Background: an optimization exercise with open tools, aiming at small area and a short achievable clock period. Do not read the settings as production practice.
Function was checked by simulation only, so behaviour that the tests miss may differ from the original.
Power figures rest on the tool's default switching activity, not on a simulated workload.

==> flow/design.v <==
module vector_sequencer #(
    parameter int DATA_W  = 25,
    parameter int RES_W   = 25,
    parameter int DEPTH   = 64,
    parameter int AW      = 6,
    parameter int TIMEOUT = 255
) (
    input  logic              clk,
    input  logic              rst,
    input  logic              load_we,
    input  logic [AW-1:0]     load_addr,
    input  logic [DATA_W-1:0] load_data,
    input  logic [AW:0]       n_vec,
    input  logic              start,
    output logic              busy,
    output logic              done,
    output logic              err_timeout,
    output logic [DATA_W-1:0] dp_line,
    output logic              dp_set,
    input  logic              dp_calc,
    input  logic [RES_W-1:0]  dp_result,
    input  logic [AW-1:0]     res_addr,
    output logic [RES_W-1:0]  res_data,
    output logic [1:0]        dbg_state
);
    localparam int TW = $clog2(TIMEOUT + 1);
    localparam logic [1:0] S_IDLE   = 2'd0;
    localparam logic [1:0] S_ISSUE  = 2'd1;
    localparam logic [1:0] S_WAIT   = 2'd2;
    localparam logic [1:0] S_FINISH = 2'd3;
    logic [1:0]          state_q, state_d;
    logic                busy_q, done_q, set_q;
    logic                idle_q;               
    logic [1:0]          dbg_q;                
    logic                err_q, err_d;
    logic [DATA_W-1:0]   line_q;
    logic [RES_W-1:0]    res_data_q;
    logic [AW-1:0]       idx_q, idx_d;
    logic [AW-1:0]       last_q, last_d;       
    logic [TW-1:0]       tcnt_q, tcnt_d;
    logic                to_q;                 
    logic                islast_q;             
    logic                is_idle, is_issue, is_wait;
    logic                in_we, fire, res_we;
    logic [RES_W-1:0]    res_wdata;
    logic [DATA_W-1:0]   in_rd;
    logic [RES_W-1:0]    res_rd;
    assign is_idle  = idle_q;
    assign is_issue = (state_q == S_ISSUE);
    assign is_wait  = (state_q == S_WAIT);
    assign fire      = dp_calc || to_q;
    assign res_we    = is_wait && fire;
    assign res_wdata = dp_result | {RES_W{~dp_calc}};
    assign in_we     = is_idle && load_we;
    always_comb begin
        state_d = state_q;
        idx_d   = idx_q;
        last_d  = last_q;
        tcnt_d  = tcnt_q;
        err_d   = err_q;
        case (state_q)
            S_IDLE: begin
                if (start) begin
                    state_d = S_ISSUE;
                    idx_d   = '0;
                    err_d   = 1'b0;
                    if (n_vec == '0 || n_vec >= (AW+1)'(DEPTH))
                        last_d = '1;
                    else
                        last_d = n_vec[AW-1:0] - AW'(1);
                end
            end
            S_ISSUE: begin
                tcnt_d  = '0;
                state_d = S_WAIT;
            end
            S_WAIT: begin
                if (fire) begin
                    if (!dp_calc)
                        err_d = 1'b1;
                    if (islast_q) begin
                        state_d = S_FINISH;
                    end else begin
                        idx_d   = idx_q + AW'(1);
                        state_d = S_ISSUE;
                    end
                end else begin
                    tcnt_d = tcnt_q + TW'(1);
                end
            end
            default: begin
                state_d = S_IDLE;
            end
        endcase
    end
    always_ff @(posedge clk or negedge rst) begin
        if (!rst) begin
            state_q    <= S_IDLE;
            idle_q     <= 1'b1;
            dbg_q      <= S_IDLE;
            busy_q     <= 1'b0;
            done_q     <= 1'b0;
            set_q      <= 1'b0;
            err_q      <= 1'b0;
            line_q     <= '0;
            res_data_q <= '0;
        end else begin
            state_q    <= state_d;
            idle_q     <= (state_d == S_IDLE);
            dbg_q      <= state_d;
            busy_q     <= (state_d != S_IDLE);
            done_q     <= (state_d == S_FINISH);
            set_q      <= (state_d == S_ISSUE);
            err_q      <= err_d;
            if (is_issue)
                line_q <= in_rd;
            res_data_q <= res_rd;
        end
    end
    always_ff @(posedge clk) begin
        idx_q  <= idx_d;
        last_q <= last_d;
        tcnt_q <= tcnt_d;
        if (is_issue)
            to_q <= 1'b0;
        else if (is_wait && !fire)
            to_q <= (tcnt_q == TW'(TIMEOUT - 2));
        if (is_idle && start)
            islast_q <= (n_vec == (AW+1)'(1));
        else if (is_wait && fire)
            islast_q <= (idx_q + AW'(1) == last_q);
    end
    localparam int NB = 8;                     
    localparam int NH = DEPTH / NB;            
    localparam int LW = $clog2(NB);
    logic [DATA_W-1:0]   in_mem [DEPTH];
    logic [NH-1:0]       ihi_q;
    logic [NB-1:0]       ilo_q;
    always_ff @(posedge clk) begin
        if (in_we)
            in_mem[load_addr] <= load_data;
        if (is_idle && start) begin
            ihi_q <= NH'(1);
            ilo_q <= NB'(1);
        end else if (is_wait && fire && !islast_q) begin
            ilo_q <= {ilo_q[NB-2:0], ilo_q[NB-1]};
            if (ilo_q[NB-1])
                ihi_q <= {ihi_q[NH-2:0], ihi_q[NH-1]};
        end
    end
    logic [DATA_W-1:0]   in_bank [NB];
    always_comb begin
        for (int l = 0; l < NB; l++) begin
            in_bank[l] = '0;
            for (int h = 0; h < NH; h++)
                in_bank[l] = in_bank[l] | (in_mem[h*NB + l] & {DATA_W{ihi_q[h]}});
        end
        in_rd = '0;
        for (int l = 0; l < NB; l++)
            in_rd = in_rd | (in_bank[l] & {DATA_W{ilo_q[l]}});
    end
    logic [RES_W-1:0]    rring [NH][NB];
    logic [LW-1:0]       rot_q;
    logic                pv_q [2];
    logic [AW-1:0]       pa_q [2];
    logic [RES_W-1:0]    pd_q [2];
    logic [1:0]          cm_q, cm_d;           
    logic [1:0][NH-1:0]  ins_q, ins_d;         
    logic [1:0][NH-1:0]  dins;                 
    logic [LW-1:0]       opos [2];             
    logic                dok, direct;
    logic                dcls_q, ncls_q;       
    logic [1:0][NH-1:0]  dsel_q, nsel_q;       
    logic [LW-1:0]       dpos_n, npos_n;
    logic                wnew [2];
    logic [RES_W-1:0]    wbus;
    always_comb begin
        dpos_n = idx_q[LW-1:0] + rot_q + LW'(2);
        npos_n = idx_q[LW-1:0] + rot_q + LW'(3);
        dok    = is_wait && dcls_q && !(cm_q[0] || cm_q[1]);
        direct = dok && fire;
        for (int k = 0; k < 2; k++)
            for (int h = 0; h < NH; h++)
                dins[k][h] = direct && dsel_q[k][h];
        for (int p = 0; p < 2; p++) begin
            opos[p] = pa_q[p][LW-1:0] + rot_q + LW'(2);
            wnew[p] = res_we && !dok && idx_q[0] == p[0];
            if (wnew[p])
                cm_d[p] = ncls_q;
            else
                cm_d[p] = pv_q[p] && !cm_q[p] && (opos[p][LW-2:0] == '0);
        end
        for (int k = 0; k < 2; k++)
            for (int h = 0; h < NH; h++) begin
                ins_d[k][h] = 1'b0;
                for (int p = 0; p < 2; p++) begin
                    if (wnew[p])
                        ins_d[k][h] = ins_d[k][h] || (cm_d[p] && nsel_q[k][h]);
                    else
                        ins_d[k][h] = ins_d[k][h] || (cm_d[p] &&
                            pa_q[p][AW-1:LW] == (AW-LW)'(h) && opos[p][LW-1] == k[0]);
                end
            end
        if (cm_q[1])
            wbus = pd_q[1];
        else if (cm_q[0])
            wbus = pd_q[0];
        else
            wbus = res_wdata;
    end
    always_ff @(posedge clk) begin
        rot_q <= rot_q + LW'(1);
        dcls_q <= (dpos_n[LW-2:0] == '0);
        ncls_q <= (npos_n[LW-2:0] == '0);
        for (int k = 0; k < 2; k++)
            for (int h = 0; h < NH; h++) begin
                dsel_q[k][h] <= idx_q[AW-1:LW] == (AW-LW)'(h) && dpos_n[LW-1] == k[0];
                nsel_q[k][h] <= idx_q[AW-1:LW] == (AW-LW)'(h) && npos_n[LW-1] == k[0];
            end
        cm_q  <= cm_d;
        ins_q <= ins_d;
        for (int p = 0; p < 2; p++) begin
            if (wnew[p]) begin
                pv_q[p] <= 1'b1;
                pa_q[p] <= idx_q;
                pd_q[p] <= res_wdata;
            end else if (cm_q[p]) begin
                pv_q[p] <= 1'b0;
            end
        end
        for (int h = 0; h < NH; h++)
            for (int l = 0; l < NB; l++) begin
                if (l == 0 && (ins_q[0][h] || dins[0][h]))
                    rring[h][l] <= wbus;
                else if (l == NB / 2 && (ins_q[1][h] || dins[1][h]))
                    rring[h][l] <= wbus;
                else
                    rring[h][l] <= rring[h][(l + NB - 1) % NB];
            end
    end
    logic [NH-1:0]       rhi;
    logic [NB-1:0]       rpos;
    logic [LW-1:0]       rent [NB];
    logic [RES_W-1:0]    rring_rd;
    logic [RES_W-1:0]    rbank [NB];
    always_comb begin
        for (int k = 0; k < NH; k++)
            rhi[k] = (res_addr[AW-1:LW] == (AW-LW)'(k));
        for (int l = 0; l < NB; l++) begin
            rent[l] = LW'(l) - rot_q;
            rpos[l] = (res_addr[LW-1:0] == rent[l]);
        end
        for (int l = 0; l < NB; l++) begin
            rbank[l] = '0;
            for (int h = 0; h < NH; h++)
                rbank[l] = rbank[l] | (rring[h][l] & {RES_W{rhi[h]}});
        end
        rring_rd = '0;
        for (int l = 0; l < NB; l++)
            rring_rd = rring_rd | (rbank[l] & {RES_W{rpos[l]}});
        if (pv_q[res_addr[0]] && pa_q[res_addr[0]] == res_addr)
            res_rd = pd_q[res_addr[0]];
        else
            res_rd = rring_rd;
    end
    assign busy        = busy_q;
    assign done        = done_q;
    assign dp_set      = set_q;
    assign err_timeout = err_q;
    assign dp_line     = line_q;
    assign res_data    = res_data_q;
    assign dbg_state   = dbg_q;
endmodule
==> flow/config.mk <==
export PLATFORM = sky130hd
export DESIGN_NAME = vector_sequencer
export DESIGN_NICKNAME = vector_sequencer
export VERILOG_FILES = /design/flow/design.v
export SDC_FILE = /design/flow/constraint.sdc
export NUM_CORES = 4
export LEC_CHECK = 0
export CAP_MARGIN = 10
export CORE_MARGIN = 2
export CORE_UTILIZATION = 55
export CTS_BUF_LIST = sky130_fd_sc_hd__clkbuf_16
export CTS_CLUSTER_DIAMETER = 150
export CTS_CLUSTER_SIZE = 14
export SETUP_SLACK_MARGIN = 2.6
export SLEW_MARGIN = 10
==> flow/constraint.sdc <==
create_clock -name core_clock -period 5.0 [get_ports {clk}]
set_input_delay 1.0000 -clock core_clock [delete_from_list [all_inputs] [get_ports {clk}]]
set_output_delay 1.0000 -clock core_clock [all_outputs]
set_load 0.01 [all_outputs]
run.sh (not shown) runs the stock make flow with config.mk's settings and CLKGATE_MAP_FILE= SYNTH_SCRIPT=/design/flow/synth_recipe.tcl, a recipe that flattens the netlist after the stock synthesis.
Rerun with:
--- a/flow/config.mk
+++ b/flow/config.mk
@@ -9,7 +9,4 @@
 export CORE_MARGIN = 2
 export CORE_UTILIZATION = 55
-export CTS_BUF_LIST = sky130_fd_sc_hd__clkbuf_16
-export CTS_CLUSTER_DIAMETER = 150
-export CTS_CLUSTER_SIZE = 14
 export SETUP_SLACK_MARGIN = 2.6
 export SLEW_MARGIN = 10
=> Hold slack gets worse by 0.015 ns. Die area does not change. Fmax grows by 2.3%. Cell area grows by 3.4%.
Rerun with:
--- a/flow/config.mk
+++ b/flow/config.mk
@@ -8,5 +8,5 @@
 export CAP_MARGIN = 10
 export CORE_MARGIN = 2
-export CORE_UTILIZATION = 55
+export CORE_UTILIZATION = 45
 export SETUP_SLACK_MARGIN = 2.6
 export SLEW_MARGIN = 10
Result: Synthesized cell count stays the same. Die area rises by 22%. Sequential share of layout area stays flat. Global-route usage falls by 8.5 points. Hold slack improved by 0.14 ns. Worst setup slack improved by 0.087 ns. Sequential power hardly moves. Combinational power falls by about 0.9%. Via count falls by 1.8%. Clock skew rises by 0.029 ns. Cell area is about the same.

* * *

== 03-15 ==
// vector_sequencer: RTL as listed in full above, without the edits since
Settings: LEC_CHECK=0, CAP_MARGIN=10, CORE_MARGIN=2, CORE_UTILIZATION=45, CTS_BUF_LIST=sky130_fd_sc_hd__clkbuf_16, CTS_CLUSTER_DIAMETER=150, CTS_CLUSTER_SIZE=14, SETUP_SLACK_MARGIN=2.6, SLEW_MARGIN=10; clock period 5.0 ns.
The inputs of 02-21 differ from those of 03-15 as listed below.
# 03-15
export LEC_CHECK = 0
export CAP_MARGIN = 10
export CORE_MARGIN = 2
export CORE_UTILIZATION = 45
export CTS_BUF_LIST = sky130_fd_sc_hd__clkbuf_16
export CTS_CLUSTER_DIAMETER = 150
export CTS_CLUSTER_SIZE = 14
export SETUP_SLACK_MARGIN = 2.6
export SLEW_MARGIN = 10
create_clock -name core_clock -period 5.0 [get_ports {clk}]
# 02-21
export LEC_CHECK = 0
export CAP_MARGIN = 10
export CORE_MARGIN = 2
export CORE_UTILIZATION = 45
export SETUP_SLACK_MARGIN = 2.9
export SLEW_MARGIN = 10
create_clock -name core_clock -period 5.0 [get_ports {clk}]
Results
- Sequential share of power was higher in the run labelled 03-15.
- Minimum clock period after layout was lower in the run labelled 02-21.
- Looking at maximum frequency across 02-21 and 03-15, the one that comes out lower is 03-15.
- When 02-21 is measured against 03-15, its portion of the clock cycle consumed by the worst path in the final layout turns out 1.2 points lower.
- Of the two values seen for launch point of the critical path, load_we was produced by 03-15 and res_data_q[22]$_DFF_PN0_ by 02-21.

[re-timing with driven ports]
The results above use ideal ports. As a check the final layouts listed here were re-extracted and re-timed, cells and wires unchanged. Step 1 sets driving cells, clkbuf_16 on the clock port and buf_2 on the other inputs (assumed; they add their load-dependent delay and slew). Step 2 adds t to the input delays and takes it off the output delays; t is the mean of the earliest and latest rising clock arrival at the registers after step 1. Input paths then give back, and output paths get back, about the clock's delay inside the block. Three values: ideal, step 1, step 2; two values: the first two.
| run | shift t [ns] | setup slack, ns | latest minus earliest clock arrival (ns) | worst register clock-pin slew, ns |
|---|---|---|---|---|
| the first run of note 1 | 1.018 | 2.324 / 2.318 / 1.371 | 0.049 / 0.048 | 0.08 / 0.08 |
| the second run of note 1 | 1.038 | 2.385 / 2.287 / 1.411 | 0.056 / 0.055 | 0.07 / 0.07 |
| the third run of note 1 | 0.970 | 2.472 / 2.295 / 1.325 | 0.072 / 0.073 | 0.07 / 0.07 |
| 03-15 | 1.032 | 2.393 / 2.321 / 1.349 | 0.121 / 0.121 | 0.08 / 0.08 |
| 02-21 | 0.980 | 2.453 / 2.341 / 1.361 | 0.076 / 0.076 | 0.07 / 0.07 |
After both steps setup and hold are still met in every run listed. The setup slack of the third run of note 1, which loses most, moves by -0.177 ns with the drivers and by -1.147 ns with both steps.
